This is an optimization exercise on Yosys and OpenROAD, whose aim is small area, a short achievable clock period and few clock cycles, not a production implementation.
The RTL was checked by simulation tests, not by an equivalence proof against the original design.

[flow/config.mk]
export PLATFORM = sky130hd
export DESIGN_NAME = ring_entry_store_offset_lookup_top
export DESIGN_NICKNAME = ring_entry_store_offset_lookup_top
export VERILOG_FILES = /design/flow/design.v
export SDC_FILE = /design/flow/constraint.sdc
export NUM_CORES = 4
export LEC_CHECK = 0
export CAP_MARGIN = 20
export CORE_MARGIN = 2
export CORE_UTILIZATION = 40
export SLEW_MARGIN = 20
[flow/constraint.sdc]
create_clock -name core_clock -period 5.5 [get_ports {i_clk}]
set_input_delay 1.1000 -clock core_clock [delete_from_list [all_inputs] [get_ports {i_clk}]]
set_output_delay 1.1000 -clock core_clock [all_outputs]
set_load 0.01 [all_outputs]
[flow/design.v]
package resol_pkg;
    localparam int DEPTH = 16;
    localparam int PTR_W = (DEPTH > 1) ? $clog2(DEPTH) : 1;
    localparam int HANDLE_W = 32;
    localparam int SIZE_W   = 16;
    localparam int OFS_W    = 24;
    localparam int IDX_W    = 4;
    localparam logic OP_ADD  = 1'b0;
    localparam logic OP_FIND = 1'b1;
    typedef struct packed {
        logic                opcode;
        logic [HANDLE_W-1:0] new_handle;
        logic [SIZE_W-1:0]   new_size;
        logic [OFS_W-1:0]    query_offset;
    } t_in;
    typedef struct packed {
        logic                evicted_valid;
        logic [HANDLE_W-1:0] evicted_handle;
        logic                found;
        logic [IDX_W-1:0]    found_index;
        logic [HANDLE_W-1:0] found_handle;
        logic [SIZE_W-1:0]   found_size;
        logic [SIZE_W-1:0]   offset_in_entry;
    } t_out;
    typedef struct packed {
        logic load;    
        logic add;     
        logic step;    
        logic last;    
    } t_cmd;
    typedef struct packed {
        logic hit;     
    } t_sts;
endpackage
import resol_pkg::*;
module resol_ctrl (
    input  logic i_clk,
    input  logic i_rst_n,
    input  logic i_start,
    input  logic i_opcode,
    input  resol_pkg::t_sts i_sts,
    output resol_pkg::t_cmd o_cmd,
    output logic o_busy,
    output logic o_strobe
);
    typedef enum logic [1:0] {
        S_IDLE,
        S_ADD,
        S_WALK
    } t_state;
    t_state           r_state, n_state;
    logic             r_busy, n_busy;
    logic             r_strobe, n_strobe;
    logic [PTR_W-1:0] r_cnt, n_cnt;
    always_comb begin
        o_cmd.load = i_start && !r_busy;
        o_cmd.add  = (r_state == S_ADD);
        o_cmd.step = (r_state == S_WALK);
        o_cmd.last = (r_cnt == PTR_W'(DEPTH - 1));
    end
    always_comb begin
        n_state  = r_state;
        n_busy   = r_busy;
        n_strobe = 1'b0;
        n_cnt    = r_cnt;
        case (r_state)
            S_IDLE: begin
                if (o_cmd.load) begin
                    n_busy  = 1'b1;
                    n_cnt   = '0;
                    n_state = (i_opcode == OP_FIND) ? S_WALK : S_ADD;
                end
            end
            S_ADD: begin
                n_busy   = 1'b0;
                n_strobe = 1'b1;
                n_state  = S_IDLE;
            end
            S_WALK: begin
                if (i_sts.hit || o_cmd.last) begin
                    n_busy   = 1'b0;
                    n_strobe = 1'b1;
                    n_state  = S_IDLE;
                end else begin
                    n_cnt = r_cnt + PTR_W'(1);
                end
            end
            default: begin
                n_busy  = 1'b0;
                n_state = S_IDLE;
            end
        endcase
    end
    always_ff @(posedge i_clk) begin
        if (!i_rst_n) begin
            r_state  <= S_IDLE;
            r_busy   <= 1'b0;
            r_strobe <= 1'b0;
            r_cnt    <= '0;
        end else begin
            r_state  <= n_state;
            r_busy   <= n_busy;
            r_strobe <= n_strobe;
            r_cnt    <= n_cnt;
        end
    end
    assign o_busy   = r_busy;
    assign o_strobe = r_strobe;
endmodule
import resol_pkg::*;
module resol_dp (
    input  logic i_clk,
    input  logic i_rst_n,
    input  resol_pkg::t_in  i_in,
    input  resol_pkg::t_cmd i_cmd,
    output resol_pkg::t_sts o_sts,
    output resol_pkg::t_out o_res
);
    function automatic logic [PTR_W-1:0] ptr_next(input logic [PTR_W-1:0] p);
        ptr_next = (p == PTR_W'(DEPTH - 1)) ? '0 : p + PTR_W'(1);
    endfunction
    logic [HANDLE_W-1:0] r_handle [DEPTH];
    logic [SIZE_W-1:0]   r_size   [DEPTH];
    logic [DEPTH-1:0]    r_valid;
    logic [PTR_W-1:0]    r_wr_ptr, n_wr_ptr;
    logic [PTR_W-1:0]    r_rd_ptr, n_rd_ptr;
    logic                r_full, n_full;
    resol_pkg::t_in                 r_in;
    logic [PTR_W-1:0]    r_pos;
    logic [OFS_W-1:0]    r_rem;
    resol_pkg::t_out                r_res, n_res;
    logic [PTR_W-1:0]    rd_addr;
    logic [HANDLE_W-1:0] rd_handle;
    logic [SIZE_W-1:0]   rd_size;
    logic [OFS_W-1:0]    rd_size_ext;
    logic                hit;
    logic [31:0]         pos_wide;
    always_comb begin
        rd_addr     = i_cmd.add ? r_rd_ptr : r_pos;
        rd_handle   = r_handle[rd_addr];
        rd_size     = r_valid[rd_addr] ? r_size[rd_addr] : '0;
        rd_size_ext = OFS_W'(rd_size);
        hit         = (r_rem < rd_size_ext);
        pos_wide    = 32'(r_pos);
    end
    assign o_sts.hit = hit && i_cmd.step;
    always_comb begin
        n_wr_ptr = r_wr_ptr;
        n_rd_ptr = r_rd_ptr;
        n_full   = r_full;
        if (i_cmd.add) begin
            n_wr_ptr = ptr_next(r_wr_ptr);
            if (r_full) begin
                n_rd_ptr = ptr_next(r_rd_ptr);
            end else if (ptr_next(r_wr_ptr) == r_rd_ptr) begin
                n_full = 1'b1;
            end
        end
    end
    always_ff @(posedge i_clk) begin
        if (!i_rst_n) begin
            r_wr_ptr <= '0;
            r_rd_ptr <= '0;
            r_full   <= 1'b0;
            r_valid  <= '0;
        end else begin
            r_wr_ptr <= n_wr_ptr;
            r_rd_ptr <= n_rd_ptr;
            r_full   <= n_full;
            if (i_cmd.add) begin
                r_valid[r_wr_ptr] <= 1'b1;
            end
        end
    end
    always_ff @(posedge i_clk) begin
        if (i_cmd.add) begin
            r_handle[r_wr_ptr] <= r_in.new_handle;
            r_size[r_wr_ptr]   <= r_in.new_size;
        end
    end
    always_comb begin
        n_res = r_res;
        if (i_cmd.add) begin
            n_res                = '0;
            n_res.evicted_valid  = r_full;
            n_res.evicted_handle = r_full ? rd_handle : '0;
        end else if (i_cmd.step && hit) begin
            n_res                 = '0;
            n_res.found           = 1'b1;
            n_res.found_index     = pos_wide[IDX_W-1:0];
            n_res.found_handle    = rd_handle;
            n_res.found_size      = rd_size;
            n_res.offset_in_entry = r_rem[SIZE_W-1:0];
        end else if (i_cmd.step && i_cmd.last) begin
            n_res = '0;
        end
    end
    always_ff @(posedge i_clk) begin
        if (i_cmd.load) begin
            r_in  <= i_in;
            r_pos <= r_rd_ptr;
            r_rem <= i_in.query_offset;
        end else if (i_cmd.step && !hit) begin
            r_pos <= ptr_next(r_pos);
            r_rem <= r_rem - rd_size_ext;
        end
        r_res <= n_res;
    end
    assign o_res = r_res;
endmodule
import resol_pkg::*;
module ring_entry_store_offset_lookup_top (
    input  logic i_clk,
    input  logic i_rst_n,
    input  logic start,
    input  resol_pkg::t_in  i_cmd,
    output logic busy,
    output logic o_strobe,
    output resol_pkg::t_out o_res
);
    resol_pkg::t_cmd cmd;
    resol_pkg::t_sts sts;
    resol_ctrl u_ctrl (
        .i_clk    (i_clk),
        .i_rst_n  (i_rst_n),
        .i_start  (start),
        .i_opcode (i_cmd.opcode),
        .i_sts    (sts),
        .o_cmd    (cmd),
        .o_busy   (busy),
        .o_strobe (o_strobe)
    );
    resol_dp u_dp (
        .i_clk   (i_clk),
        .i_rst_n (i_rst_n),
        .i_in    (i_cmd),
        .i_cmd   (cmd),
        .o_sts   (sts),
        .o_res   (o_res)
    );
endmodule
[flow/run.sh]
#!/bin/bash
# synth_recipe.tcl (not shown) runs the flow's synth.tcl, then flattens the netlist and writes it again
# the make line also repeats each setting of config.mk as NAME=value (left out here)
make -C /OpenROAD-flow-scripts/flow DESIGN_CONFIG=/design/flow/config.mk WORK_HOME=/design/flow/orfs CLKGATE_MAP_FILE= SYNTH_SCRIPT=/design/flow/synth_recipe.tcl finish
==> flow_summary.toml <==
[run_status]
status = "complete, no violations"

[worst_setup_path]
crit_arrival_ps = 5520
cp.required_ps = 5840
worst_setup_path_end_kind = "register"
cp_max_fo = 25
cpMostUsedCell = "buf_4"
crit_chain = "inv_1, ha_1, buf_4, nand2_1, o21a_4, buf_4, mux4_2, mux4_2, nand2_1, ha_1, nor2b_1, o31a_1, a21oi_1, a311o_2, nand2_2, o2bb2ai_4, clkinvlp_4, buf_4"
critPathLaunchType = "register"
r2r_cells = 18
slowest_delay_ps = 490
critPathSlowestCell = "mux4_2"
path_class = "reg -> reg"

[power]
power_mw = 17.8
vdd_drop_max_v = 0.000257
swShare_pct = 24.6
p_clk_share_pct = 38.2
total_leakage_power_nw = 14.5
p_switching_mw = 4.38
p_per_area_nw_per_um2 = 398
power_frac_comb_pct = 14.1
seqPwrFrac_pct = 47.7
p_int_mw = 13.5

[floorplanning]
design.core.area_sq_um = 93600
pin_count = 180
num_rows = 112
die-area_sq_um = 97200
die_h_microns = 312
start_util_pct = 40.5
die_w_microns = 312

[global_routing]
grt_first_pass_wirelength_mm = 133
grt_use_total_pct = 18.4
grt_overflow_total = 0
grt_pass1_vias = 20054
antenna_found_initial = 1
grt_max_degree = 80

[timing]
maxClockFrequency_ghz = 0.193
fin_skew_ps = 33.2
finalHoldViolCount = 0
slew_violations = 0
whs_ps = 477
tightestPinTransition_ps = 1110
rsz0062_at_grt = "false"
min_period_ps = 5180
slew_headroom_pct = 26.2
finalCritPeriodShare_pct = 94.2
fin_tns_setup_ps = 0
finalSetupViolations = 0

[yosys]
syn-cell-area_sq_um = 37900
yosys_warnings = 2
synth-seq-cells = 979
synth.net_count = 2069
synth_flop_cell = "edfxtp_1"
synth_compound_area_share_pct = 5.07
synth-edff-count = 877
syn_inst = 1964
ys_seq_area_share_pct = 74.9
synth-adder-area-share_pct = 0.977
synth_simple_gate_area_share_pct = 4.35
ys_types = 65
synth_top_family_by_area = "multiplexers"
async_flop_share_pct = 0
syn_avg_cell_area_sq_um = 19.3
synth_xor_area_share_pct = 0.532
synth_mux_area_share_pct = 12.8

[finish]
drive_gt1_share_pct = 20.9
multiInputGateArea_sq_um = 9080
diodes = 0
nFillCells = 7790
finalNetCount = 2315
final_area_sq_um = 44800
regArea_sq_um = 28400
area_growth_pct = 18.3

[cts]
clk_latency_ps = 680
clk_pin_slew_worst_paths_ps = 60
cts.sinks = 979
postCtsHoldBufs = 0
cts_max_path_buffers = 3
cts_buffers = 99
h-tree-depth = 3
cts_root_buf = "clkbuf_16"
cts_tree = "built"

[detailed_routing]
via_per_inst = 5.50
drtPass1Iterations = 5
met3_length_mm = 6.03
wl_met2_mm = 44.6
wire_per_inst_microns = 25.4
route.detailed.drc = 0
antenna_left = 0
wl_mm = 90.0
drt_iter0_drc = 1662
dr_total_vias = 19500
met1_length_mm = 37.4
highest_layer = "met4"

[place]
dpl-instance-area_sq_um = 41400
hpwlAfterDp_mm = 50.2
portBuffers = 179
routabilityCongestion = 0.841

[min_path]
hold_depth = 2
hp-class = "reg -> reg"

[job]
cap_violations = 0
[critical path, delay by kind of cell, from the launching register on]
family                   cells  cell delay, ps
AND/OR/NAND/NOR              4             530
adder cells (fa/ha/maj)      2             500
multiplexers                 2             850
flip-flops                   1             390
AO/OA/AOI/OAI                5            1390
buffers and inverters        5            1140
[per-stage QoR]
stage,std cells,worst slack (ps),utilization (%)
4_1_cts,3541,88.2,47.8
2_1_floorplan,1964,76.1,-
3_3_place_gp,3358,215,44.3
6_report,3546,320,47.9
5_1_grt,3546,40.6,47.9
3_5_place_dp,3358,112,44.3
[cell usage in the layout, fill, tap and decap left out, types with 18 or more instances in the layout]
master           netlist  layout
and2_1                86      70
buf_4                  1      65
clkdlybuf4s50_1        0     179
edfxtp_1             877     877
a22o_1                53      53
a21oi_1               48      48
clkbuf_1              69      26
mux4_2               212     212
o21ai_0               26      26
a211oi_1              36      36
nor2b_1               18      18
a31oi_1               49      49
dfxtp_1              102     102
nand2_1              126     126
ha_1                  28      28
clkbuf_16              0     102
nor2_1                46      46
[final cells by class]
| type | instances | share of cell area, % |
|---|---|---|
| Clock buffer | 139 | 6.25 |
| Tap cell | 1254 | 3.50 |
| Inverter | 16 | 0.148 |
| Clock inverter | 44 | 1.19 |
| Timing Repair Buffer | 250 | 5.33 |
| Multi-Input combinational cell | 864 | 20.3 |
| Sequential cell | 979 | 63.3 |
[what timing repair did]
action                     in CTS  in global routing
setup endpoints to repair       0                 32
resized for setup               0                  1
buffers inserted                0                  5
[logic make-up (layout without fill, tap and decap cells)]
family                     count (synthesis)  count (layout)
AOI/OAI and AO/OA                        264             264
xor gates and xnor gates                  23              23
adders and majority gates                 29              29
buffers and inverters                    121             449
DFF                                      979             979
muxes                                    220             220
and+or+nand+nor                          328             328
[power by group through the flow]
| stage | logic (mW) | registers [mW] | clock network [mW] |
|---|---|---|---|
| 2_1_floorplan | 1.79 | 8.58 | 0 |
| 3_3_place_gp | 2.50 | 8.64 | 0 |
| 3_5_place_dp | 2.53 | 8.66 | 0 |
| 4_1_cts | 2.53 | 8.50 | 6.95 |
| 5_1_grt | 2.74 | 8.53 | 7.25 |
| 6_report | 2.52 | 8.50 | 6.82 |
[routing by layer]
layer	track usage, %	up-vias
met5	0	-
met4	5.20	0
met3	3.50	133
met2	30.6	685
met1	24.8	10216
li1	-	8466
[sequential cells by signal (all words and copies together), names as in the netlist]
name / flops
u_dp.r_handle: 512
u_dp.r_size: 256
u_dp.r_res: 102
u_dp.r_in: 48
u_dp.r_rem: 24
u_dp.r_valid: 16
u_ctrl.r_cnt: 4
u_dp.r_pos: 4
u_dp.r_rd_ptr: 4
u_dp.r_wr_ptr: 4
u_ctrl.r_state: 2
u_ctrl.r_busy: 1
u_ctrl.r_strobe: 1
u_dp.r_full: 1
[cells in the mapped netlist, drive strengths merged (28+ instances only)]
| cell | count | share of area, % |
|---|---|---|
| ha | 28 | 0.92 |
| a211oi | 36 | 0.71 |
| dfxtp | 102 | 5.4 |
| buf | 36 | 0.52 |
| a21oi | 48 | 0.63 |
| a22o | 53 | 1.2 |
| edfxtp | 877 | 69 |
| and2 | 88 | 1.5 |
| nor2 | 46 | 0.46 |
| clkbuf | 69 | 0.68 |
| a31oi | 49 | 0.81 |
| mux4 | 212 | 13 |
| nand2 | 127 | 1.3 |
[worst paths after layout]
check | slack [ps] | endpoint | from
hold / removal | 480 | u_dp.r_valid[3]$_SDFFE_PN0P_ | u_dp.r_valid[3]$_SDFFE_PN0P_
setup / recovery | 320 | u_dp.r_res[85]$_SDFFCE_PN0P_ | u_ctrl.r_state[1]$_SDFFE_PN0P_
hold reg to reg | 480 | u_dp.r_valid[3]$_SDFFE_PN0P_ | u_dp.r_valid[3]$_SDFFE_PN0P_
setup reg to reg | 320 | u_dp.r_res[85]$_SDFFCE_PN0P_ | u_ctrl.r_state[1]$_SDFFE_PN0P_
Testbench counts, summed over its fixed seeds: cycles 38,233.

==> afterwards: timing with drivers on the ports <==
No port has a modelled driver above. Below, the same layout with a new extraction and two added sets of constraints.
Step 1, drivers: a clkbuf_16 drives i_clk and a buf_2 each remaining input, both assumed.
Step 2 adds t to the input delays and takes it off the output delays; t is the mean of the earliest and latest rising clock arrival at the registers after step 1. Input paths then give back, and output paths get back, about the clock's delay inside the block.
Three values: ideal, step 1, step 2; two values: the first two.
t, ns: 0.725
setup WS [ns]: 0.320 / 0.320 / 0.320
hold WS [ns]: 0.477 / 0.477 / 0.477
worst setup path after step 2: register to register
cell pins on the clock port's net: 1
After both steps this run still meets setup and hold. The setup slack of this run moves by 0.000 ns with the drivers and by 0.000 ns with both steps.
